Source: an optimization exercise on an open RTL-to-GDS flow (aim: small area and a short achievable clock period). Production flows keep margins and buffers that such runs may drop.
The RTL was checked by simulation tests, not by an equivalence proof against the original design.
Power is estimated from default activity; no workload was simulated.

==> module sd_dma_sink, before the edit <==
module sd_dma_sink #(
   parameter int FIFO_DEPTH_LOG2  = 6,
   parameter int BLOCK_BYTES_LOG2 = 9
) (
   input  logic                     clk,
   input  logic                     reset_n,
   input  logic [31:0]              wb_adr_i,
   input  logic [31:0]              wb_dat_i,
   input  logic [3:0]               wb_sel_i,
   input  logic                     wb_we_i,
   input  logic                     wb_cyc_i,
   input  logic                     wb_stb_i,
   input  logic [2:0]               wb_cti_i,
   input  logic [1:0]               wb_bte_i,
   output logic                     wb_ack_o,
   output logic [31:0]              wb_dat_o,
   input  logic                     flush,
   output logic [7:0]               out_data,
   output logic                     out_valid,
   input  logic                     out_ready,
   output logic                     block_done,
   output logic [FIFO_DEPTH_LOG2:0] fifo_level,
   output logic                     overflow_err
);
   localparam int unsigned DEPTH = 1 << FIFO_DEPTH_LOG2;
   localparam int          LW    = FIFO_DEPTH_LOG2 + 1;
   logic                        ack_q;      
   logic                        ovf_q;
   logic [LW-1:0]               level;      
   logic [31:0]                 st_x;       
   logic                        st_we;      
   logic                        byp_q;      
   logic                        byp2_q;     
   logic                        ph;         
   logic [DEPTH-1:0]            wslot;      
   logic [DEPTH-1:0]            rsel;       
   logic [31:0]                 mem [DEPTH];
   logic [31:0]                 hd_lo_q;    
   logic [31:0]                 hd_hi_q;    
   logic [7:0]                  out_q;      
   logic [23:0]                 rem_q;      
   logic [1:0]                  idx_q;
   logic                        valid_q;
   logic [BLOCK_BYTES_LOG2-1:0] byte_cnt;
   logic                        done_q;
   logic req, take, push, accept, last_byte, pop, load;
   logic [31:0] head;
   assign req       = wb_cyc_i & wb_stb_i;
   assign take      = ~ack_q & req & ~level[LW-1] & ~flush;
   assign push      = take & wb_we_i & (wb_sel_i == 4'hF);
   assign accept    = valid_q & out_ready;
   assign last_byte = accept & (idx_q == 2'd3);
   assign pop       = ~flush & (level != '0) & (~valid_q | last_byte);
   assign load      = (level != '0) & (~valid_q | (out_ready & (idx_q == 2'd3)));
   logic unused_bus;
   assign unused_bus = ^{wb_adr_i, wb_cti_i, wb_bte_i};
   always_ff @(posedge clk or negedge reset_n) begin
      if (!reset_n) begin
         ack_q <= 1'b0;
         ovf_q <= 1'b0;
      end else begin
         ack_q <= take;
         if (take & wb_we_i & (wb_sel_i != 4'hF)) ovf_q <= 1'b1;
      end
   end
   assign wb_ack_o     = ack_q;
   assign wb_dat_o     = '0;
   assign overflow_err = ovf_q;
   always_ff @(posedge clk or negedge reset_n) begin
      if (!reset_n) begin
         level  <= '0;
         st_we  <= 1'b0;
         byp_q  <= 1'b0;
         byp2_q <= 1'b0;
      end else begin
         st_we  <= push;
         byp_q  <= push & ((level == '0) | ((level == LW'(1)) & pop));
         byp2_q <= byp_q & ~pop & ~flush;
         if (flush) level <= '0;
         else case ({push, pop})
            2'b10:   level <= level + 1'b1;
            2'b01:   level <= level - 1'b1;
            default: level <= level;
         endcase
      end
   end
   always_ff @(posedge clk) begin
      if (push) st_x <= wb_dat_i ^ {32{~ph}};
   end
   assign fifo_level = level;
   logic [31:0] col;
   logic [31:0] rd_lo [DEPTH/2+1];
   logic [31:0] rd_hi [DEPTH/2+1];
   always_ff @(posedge clk or negedge reset_n) begin
      if (!reset_n) ph <= 1'b0;
      else          ph <= ~ph;
   end
   always_ff @(posedge clk or negedge reset_n) begin
      if (!reset_n) col <= '1;
      else          col <= push ? (wb_dat_i ^ {32{~ph}})
                                : {32{~level[LW-1] | pop | flush}};
   end
   always_ff @(posedge clk or negedge reset_n) begin
      if (!reset_n)   wslot <= DEPTH'(1);
      else if (flush) wslot <= DEPTH'(1);
      else if (st_we) wslot <= {wslot[DEPTH-2:0], wslot[DEPTH-1]};
   end
   always_ff @(posedge clk or negedge reset_n) begin
      if (!reset_n)   rsel <= DEPTH'(1);
      else if (flush) rsel <= DEPTH'(1);
      else if (pop)   rsel <= {rsel[DEPTH-2:0], rsel[DEPTH-1]};
   end
   for (genvar i = 0; i < DEPTH; i++) begin : g_row
      always_ff @(posedge clk) begin
         mem[i] <= ~(({32{wslot[i]}} & col) | mem[i]);
      end
   end
   assign rd_lo[0] = '0;
   assign rd_hi[0] = '0;
   for (genvar i = 0; i < DEPTH/2; i++) begin : g_rd
      assign rd_lo[i+1] = rd_lo[i] | (mem[i] & {32{rsel[i]}});
      assign rd_hi[i+1] = rd_hi[i] | (mem[DEPTH/2+i] & {32{rsel[DEPTH/2+i]}});
   end
   always_ff @(posedge clk) begin
      hd_lo_q <= rd_lo[DEPTH/2];
      hd_hi_q <= rd_hi[DEPTH/2];
   end
   assign head = ((byp_q | byp2_q) ? st_x : (hd_lo_q | hd_hi_q)) ^ {32{~byp_q ^ ph}};
   always_ff @(posedge clk or negedge reset_n) begin
      if (!reset_n) begin
         idx_q   <= '0;
         valid_q <= 1'b0;
      end else if (flush) begin
         idx_q   <= '0;
         valid_q <= 1'b0;
      end else if (pop) begin
         idx_q   <= '0;
         valid_q <= 1'b1;
      end else if (accept) begin
         idx_q <= idx_q + 1'b1;
         if (idx_q == 2'd3) valid_q <= 1'b0;
      end
   end
   always_ff @(posedge clk) begin
      if (load) begin
         rem_q <= head[31:8];
      end else if (out_ready) begin
         rem_q[15:0] <= rem_q[23:8];
      end
   end
   logic sel_ld, sel_sh, sel_hd;
   assign sel_ld = load;
   assign sel_sh = ~load & out_ready;
   assign sel_hd = ~load & ~out_ready;
   always_ff @(posedge clk) begin
      out_q <= (head[7:0] & {8{sel_ld}}) | (rem_q[7:0] & {8{sel_sh}}) |
               (out_q & {8{sel_hd}});
   end
   assign out_data  = out_q;
   assign out_valid = valid_q;
   always_ff @(posedge clk or negedge reset_n) begin
      if (!reset_n) begin
         byte_cnt <= '0;
         done_q   <= 1'b0;
      end else if (flush) begin
         byte_cnt <= '0;
         done_q   <= 1'b0;
      end else begin
         done_q <= accept & (byte_cnt == '1);
         if (accept) byte_cnt <= byte_cnt + 1'b1;
      end
   end
   assign block_done = done_q;
endmodule
export LEC_CHECK = 0
export CAP_MARGIN = 20
export CORE_MARGIN = 2
export CORE_UTILIZATION = 50
export CTS_CLUSTER_DIAMETER = 90
export CTS_CLUSTER_SIZE = 25
export SETUP_SLACK_MARGIN = 2.7
export SLEW_MARGIN = 20
create_clock -name core_clock -period 5.0 [get_ports {clk}]
standard.sh (not shown) runs the stock make flow with config.mk's settings and CLKGATE_MAP_FILE= SYNTH_SCRIPT=/design/flow/synth_recipe.tcl, a recipe that flattens the netlist after the stock synthesis.
==> flow/flow/run.sh <==
#!/bin/bash
# The standard layout (standard.sh) with two changes:
#  - the port buffers inserted during placement are sky130_fd_sc_hd__buf_4
#    (buffer_ports otherwise picks a delay cell on this platform);
#  - clock tree synthesis without dummy loads, sink clusters of at most 25
#    flip-flops within 90 um.
set -e
export BUFFER_PORTS_ARGS="-buffer_cell sky130_fd_sc_hd__buf_4"
export CTS_ARGS="-sink_clustering_enable -repair_clock_nets -sink_clustering_size 25 -sink_clustering_max_diameter 90 -dont_use_dummy_load"
bash standard.sh > standard_flow.log 2>&1
Then changed:
--- a/flow/design.v
+++ b/flow/design.v
@@ -93,15 +93,11 @@
    logic [31:0] rd_hi [DEPTH/2+1];
    always_ff @(posedge clk or negedge reset_n) begin
       if (!reset_n) ph <= 1'b0;
       else          ph <= ~ph;
    end
-   always_ff @(posedge clk or negedge reset_n) begin
-      if (!reset_n) col <= '1;
-      else          col <= push ? (wb_dat_i ^ {32{~ph}})
-                                : {32{~level[LW-1] | pop | flush}};
-   end
+   assign col = st_we ? st_x : {32{~level[LW-1]}};
    always_ff @(posedge clk or negedge reset_n) begin
       if (!reset_n)   wslot <= DEPTH'(1);
       else if (flush) wslot <= DEPTH'(1);
       else if (st_we) wslot <= {wslot[DEPTH-2:0], wslot[DEPTH-1]};
    end
After rerunning: Wire length increases by 2.3%; cell count decreases by 0.65%; register-to-register slack got worse by 20 ps; critical path depth increases by 1; worst hold slack improved by 42 ps; setup slack got worse by 18 ps; via count increases by 0.51%; synthesized area decreases by 0.63%; sequential power decreases by about 2%; non-clock buffer count increases by 13; clock power decreases by about 0.9%.

old:
Another version of the RTL of sd_dma_sink (not shown whole).
For scale: about 7300 cells after synthesis, roughly 2400 flip-flops, about 130 I/O pins.
==> flow/design.v (excerpt) <==
module sd_dma_sink #(
   parameter int FIFO_DEPTH_LOG2  = 6,
   parameter int BLOCK_BYTES_LOG2 = 9
) (
   input  logic                     clk,
   input  logic                     reset_n,
   input  logic [31:0]              wb_adr_i,
   input  logic [31:0]              wb_dat_i,
   input  logic [3:0]               wb_sel_i,
   input  logic                     wb_we_i,
   input  logic                     wb_cyc_i,
   input  logic                     wb_stb_i,
   input  logic [2:0]               wb_cti_i,
   input  logic [1:0]               wb_bte_i,
   output logic                     wb_ack_o,
   output logic [31:0]              wb_dat_o,
   input  logic                     flush,
   output logic [7:0]               out_data,
   output logic                     out_valid,
   input  logic                     out_ready,
   output logic                     block_done,
   output logic [FIFO_DEPTH_LOG2:0] fifo_level,
  ...
==> module sd_dma_sink, before the edit <==
module sd_dma_sink #(
   parameter int FIFO_DEPTH_LOG2  = 6,
   parameter int BLOCK_BYTES_LOG2 = 9
) (
   input  logic                     clk,
   input  logic                     reset_n,
   input  logic [31:0]              wb_adr_i,
   input  logic [31:0]              wb_dat_i,
   input  logic [3:0]               wb_sel_i,
   input  logic                     wb_we_i,
   input  logic                     wb_cyc_i,
   input  logic                     wb_stb_i,
   input  logic [2:0]               wb_cti_i,
   input  logic [1:0]               wb_bte_i,
   output logic                     wb_ack_o,
   output logic [31:0]              wb_dat_o,
   input  logic                     flush,
   output logic [7:0]               out_data,
   output logic                     out_valid,
   input  logic                     out_ready,
   output logic                     block_done,
   output logic [FIFO_DEPTH_LOG2:0] fifo_level,
   output logic                     overflow_err
);
   localparam int unsigned DEPTH = 1 << FIFO_DEPTH_LOG2;
   localparam int          LW    = FIFO_DEPTH_LOG2 + 1;
   logic                        ack_q;      
   logic                        ovf_q;
   logic [LW-1:0]               level;      
   logic [31:0]                 st_x;       
   logic                        st_we;      
   logic                        byp_q;      
   logic                        byp2_q;     
   logic                        ph;         
   logic [DEPTH-1:0]            wslot;      
   logic [DEPTH-1:0]            rsel;       
   logic                        rs_q;       
   logic [31:0]                 mem [DEPTH];
   logic [31:0]                 hd_lo_q;    
   logic [31:0]                 hd_hi_q;    
   logic [7:0]                  out_q;      
   logic [23:0]                 rem_q;      
   logic [1:0]                  idx_q;
   logic                        valid_q;
   logic [BLOCK_BYTES_LOG2-1:0] byte_cnt;
   logic                        done_q;
   logic req, take, push, accept, last_byte, pop, load;
   logic [31:0] head;
   assign req       = wb_cyc_i & wb_stb_i;
   assign take      = ~ack_q & req & ~level[LW-1] & ~flush;
   assign push      = take & wb_we_i & (wb_sel_i == 4'hF);
   assign accept    = valid_q & out_ready;
   assign last_byte = accept & (idx_q == 2'd3);
   assign pop       = ~flush & (level != '0) & (~valid_q | last_byte);
   assign load      = (level != '0) & (~valid_q | (out_ready & (idx_q == 2'd3)));
   logic unused_bus;
   assign unused_bus = ^{wb_adr_i, wb_cti_i, wb_bte_i};
   always_ff @(posedge clk or negedge reset_n) begin
      if (!reset_n) begin
         ack_q <= 1'b0;
         ovf_q <= 1'b0;
      end else begin
         ack_q <= take;
         if (take & wb_we_i & (wb_sel_i != 4'hF)) ovf_q <= 1'b1;
      end
   end
   assign wb_ack_o     = ack_q;
   assign wb_dat_o     = '0;
   assign overflow_err = ovf_q;
   always_ff @(posedge clk or negedge reset_n) begin
      if (!reset_n) begin
         level  <= '0;
         st_we  <= 1'b0;
         byp_q  <= 1'b0;
         byp2_q <= 1'b0;
      end else begin
         st_we  <= push;
         byp_q  <= push & ((level == '0) | ((level == LW'(1)) & pop));
         byp2_q <= byp_q & ~pop & ~flush;
         if (flush) level <= '0;
         else case ({push, pop})
            2'b10:   level <= level + 1'b1;
            2'b01:   level <= level - 1'b1;
            default: level <= level;
         endcase
      end
   end
   always_ff @(posedge clk) begin
      if (push) st_x <= wb_dat_i ^ {32{~ph}};
   end
   assign fifo_level = level;
   logic [31:0] col;
   logic [31:0] rd_lo [DEPTH/2+1];
   logic [31:0] rd_hi [DEPTH/2+1];
   always_ff @(posedge clk or negedge reset_n) begin
      if (!reset_n) ph <= 1'b0;
      else          ph <= ~ph;
   end
   always_ff @(posedge clk or negedge reset_n) begin
      if (!reset_n) col <= '1;
      else          col <= push ? (wb_dat_i ^ {32{~ph}})
                                : {32{~level[LW-1] | pop | flush}};
   end
   always_ff @(posedge clk or negedge reset_n) begin
      if (!reset_n) rs_q <= 1'b1;
      else          rs_q <= 1'b0;
   end
   always_ff @(posedge clk) begin
      if (flush | rs_q) wslot <= DEPTH'(1);
      else if (st_we)   wslot <= {wslot[DEPTH-2:0], wslot[DEPTH-1]};
   end
   always_ff @(posedge clk) begin
      if (flush | rs_q) rsel <= DEPTH'(1);
      else if (pop)     rsel <= {rsel[DEPTH-2:0], rsel[DEPTH-1]};
   end
   logic [DEPTH-1:0] wrow;
   assign wrow = wslot | {{(DEPTH-1){1'b0}}, rs_q};
   for (genvar i = 0; i < DEPTH; i++) begin : g_row
      always_ff @(posedge clk) begin
         mem[i] <= ~(({32{wrow[i]}} & col) | mem[i]);
      end
   end
   assign rd_lo[0] = '0;
   assign rd_hi[0] = '0;
   for (genvar i = 0; i < DEPTH/2; i++) begin : g_rd
      assign rd_lo[i+1] = rd_lo[i] | (mem[i] & {32{rsel[i]}});
      assign rd_hi[i+1] = rd_hi[i] | (mem[DEPTH/2+i] & {32{rsel[DEPTH/2+i]}});
   end
   always_ff @(posedge clk) begin
      hd_lo_q <= rd_lo[DEPTH/2];
      hd_hi_q <= rd_hi[DEPTH/2];
   end
   assign head = ((byp_q | byp2_q) ? st_x : (hd_lo_q | hd_hi_q)) ^ {32{~byp_q ^ ph}};
   always_ff @(posedge clk or negedge reset_n) begin
      if (!reset_n) begin
         idx_q   <= '0;
         valid_q <= 1'b0;
      end else if (flush) begin
         idx_q   <= '0;
         valid_q <= 1'b0;
      end else if (pop) begin
         idx_q   <= '0;
         valid_q <= 1'b1;
      end else if (accept) begin
         idx_q <= idx_q + 1'b1;
         if (idx_q == 2'd3) valid_q <= 1'b0;
      end
   end
   always_ff @(posedge clk) begin
      if (load) begin
         rem_q <= head[31:8];
      end else if (out_ready) begin
         rem_q[15:0] <= rem_q[23:8];
      end
   end
   logic sel_ld, sel_sh, sel_hd;
   assign sel_ld = load;
   assign sel_sh = ~load & out_ready;
   assign sel_hd = ~load & ~out_ready;
   always_ff @(posedge clk) begin
      out_q <= (head[7:0] & {8{sel_ld}}) | (rem_q[7:0] & {8{sel_sh}}) |
               (out_q & {8{sel_hd}});
   end
   assign out_data  = out_q;
   assign out_valid = valid_q;
   always_ff @(posedge clk or negedge reset_n) begin
      if (!reset_n) begin
         byte_cnt <= '0;
         done_q   <= 1'b0;
      end else if (flush) begin
         byte_cnt <= '0;
         done_q   <= 1'b0;
      end else begin
         done_q <= accept & (byte_cnt == '1);
         if (accept) byte_cnt <= byte_cnt + 1'b1;
      end
   end
   assign block_done = done_q;
endmodule
Settings: LEC_CHECK=0, CAP_MARGIN=20, CORE_MARGIN=2, CORE_UTILIZATION=65, CTS_CLUSTER_DIAMETER=90, CTS_CLUSTER_SIZE=25, SETUP_SLACK_MARGIN=2.7, SLEW_MARGIN=20; clock period 5.0 ns.
Scripts as last shown in full above: flow/flow/run.sh
old finished every stage and its layout cleared the timing, DRC and antenna checks.
### old -> new
-- flow/design.v --
<<< old, line 35
   logic [DEPTH-1:0]            wslot;      
   logic [DEPTH-1:0]            rsel;       
   logic                        rs_q;       
   logic [31:0]                 mem [DEPTH];
   logic [31:0]                 hd_lo_q;    
>>> new, line 35
   logic [DEPTH-1:0]            wslot;      
   logic [DEPTH-1:0]            rsel;       
   logic [31:0]                 mem [DEPTH];
   logic [31:0]                 hd_lo_q;    
<<< old, line 103
   end
   always_ff @(posedge clk or negedge reset_n) begin
      if (!reset_n) rs_q <= 1'b1;
      else          rs_q <= 1'b0;
   end
   always_ff @(posedge clk) begin
      if (flush | rs_q) wslot <= DEPTH'(1);
      else if (st_we)   wslot <= {wslot[DEPTH-2:0], wslot[DEPTH-1]};
   end
   always_ff @(posedge clk) begin
      if (flush | rs_q) rsel <= DEPTH'(1);
      else if (pop)     rsel <= {rsel[DEPTH-2:0], rsel[DEPTH-1]};
   end
   logic [DEPTH-1:0] wrow;
   assign wrow = wslot | {{(DEPTH-1){1'b0}}, rs_q};
   for (genvar i = 0; i < DEPTH; i++) begin : g_row
      always_ff @(posedge clk) begin
         mem[i] <= ~(({32{wrow[i]}} & col) | mem[i]);
      end
   end
>>> new, line 102
   end
   always_ff @(posedge clk or negedge reset_n) begin
      if (!reset_n)   wslot <= DEPTH'(1);
      else if (flush) wslot <= DEPTH'(1);
      else if (st_we) wslot <= {wslot[DEPTH-2:0], wslot[DEPTH-1]};
   end
   always_ff @(posedge clk or negedge reset_n) begin
      if (!reset_n)   rsel <= DEPTH'(1);
      else if (flush) rsel <= DEPTH'(1);
      else if (pop)   rsel <= {rsel[DEPTH-2:0], rsel[DEPTH-1]};
   end
   for (genvar i = 0; i < DEPTH; i++) begin : g_row
      always_ff @(posedge clk) begin
         mem[i] <= ~(({32{wslot[i]}} & col) | mem[i]);
      end
   end
Results
Going from old to new, total of clock buffers placed in the layout shows no meaningful change, total routing resource utilization after global routing shows a reduction of 0.72 points. In the flow results for old and new, the fraction of registers with async set or reset after synthesis is larger on new. Synthesized cell count delta (old -> new): insignificant. Critical-path maximum fanout delta for new relative to old: 17 higher. Capture point of the critical path = fifo_level[0]: old; capture point of the critical path = hd_hi_q[26]$_DFF_P_: new. Of new and old, it is new that has the higher global routing met1 resource utilization. [new vs old] critical path depth: higher in new. Looking at cell with the largest stage delay on the worst path, the sky130_fd_sc_hd__or4_1 result is from new; the sky130_fd_sc_hd__dfrtp_2 one comes from old.

## what the ideal ports hide
In the flow no input, the clock included, has a driving cell. The finished layouts below were timed again as built, in two steps. Step 1: set_driving_cell puts a clkbuf_16 on clk and a buf_2 on each other input, an assumption about the parent block. Step 2, shift: input delay + t, output delay - t, t = (earliest + latest rising clock arrival at the registers) / 2. This alone moves slack from input paths to output paths. Slacks: ideal / step 1 / step 2; pairs: ideal / step 1.
run	t (ns)	setup slack, ns	worst setup path at the end
the first run of note 1	0.836	2.651 / 2.590 / 1.947	input to register
the second run of note 1	0.845	2.633 / 2.573 / 2.018	input to register
old	0.809	2.669 / 2.589 / 2.245	input to register
new	0.809	2.661 / 2.606 / 2.021	input to register
After both steps every run listed still meets setup and hold. For the first run of note 1, which loses most, drivers alone change the setup slack by -0.061 ns; drivers and shift together by -0.704 ns.
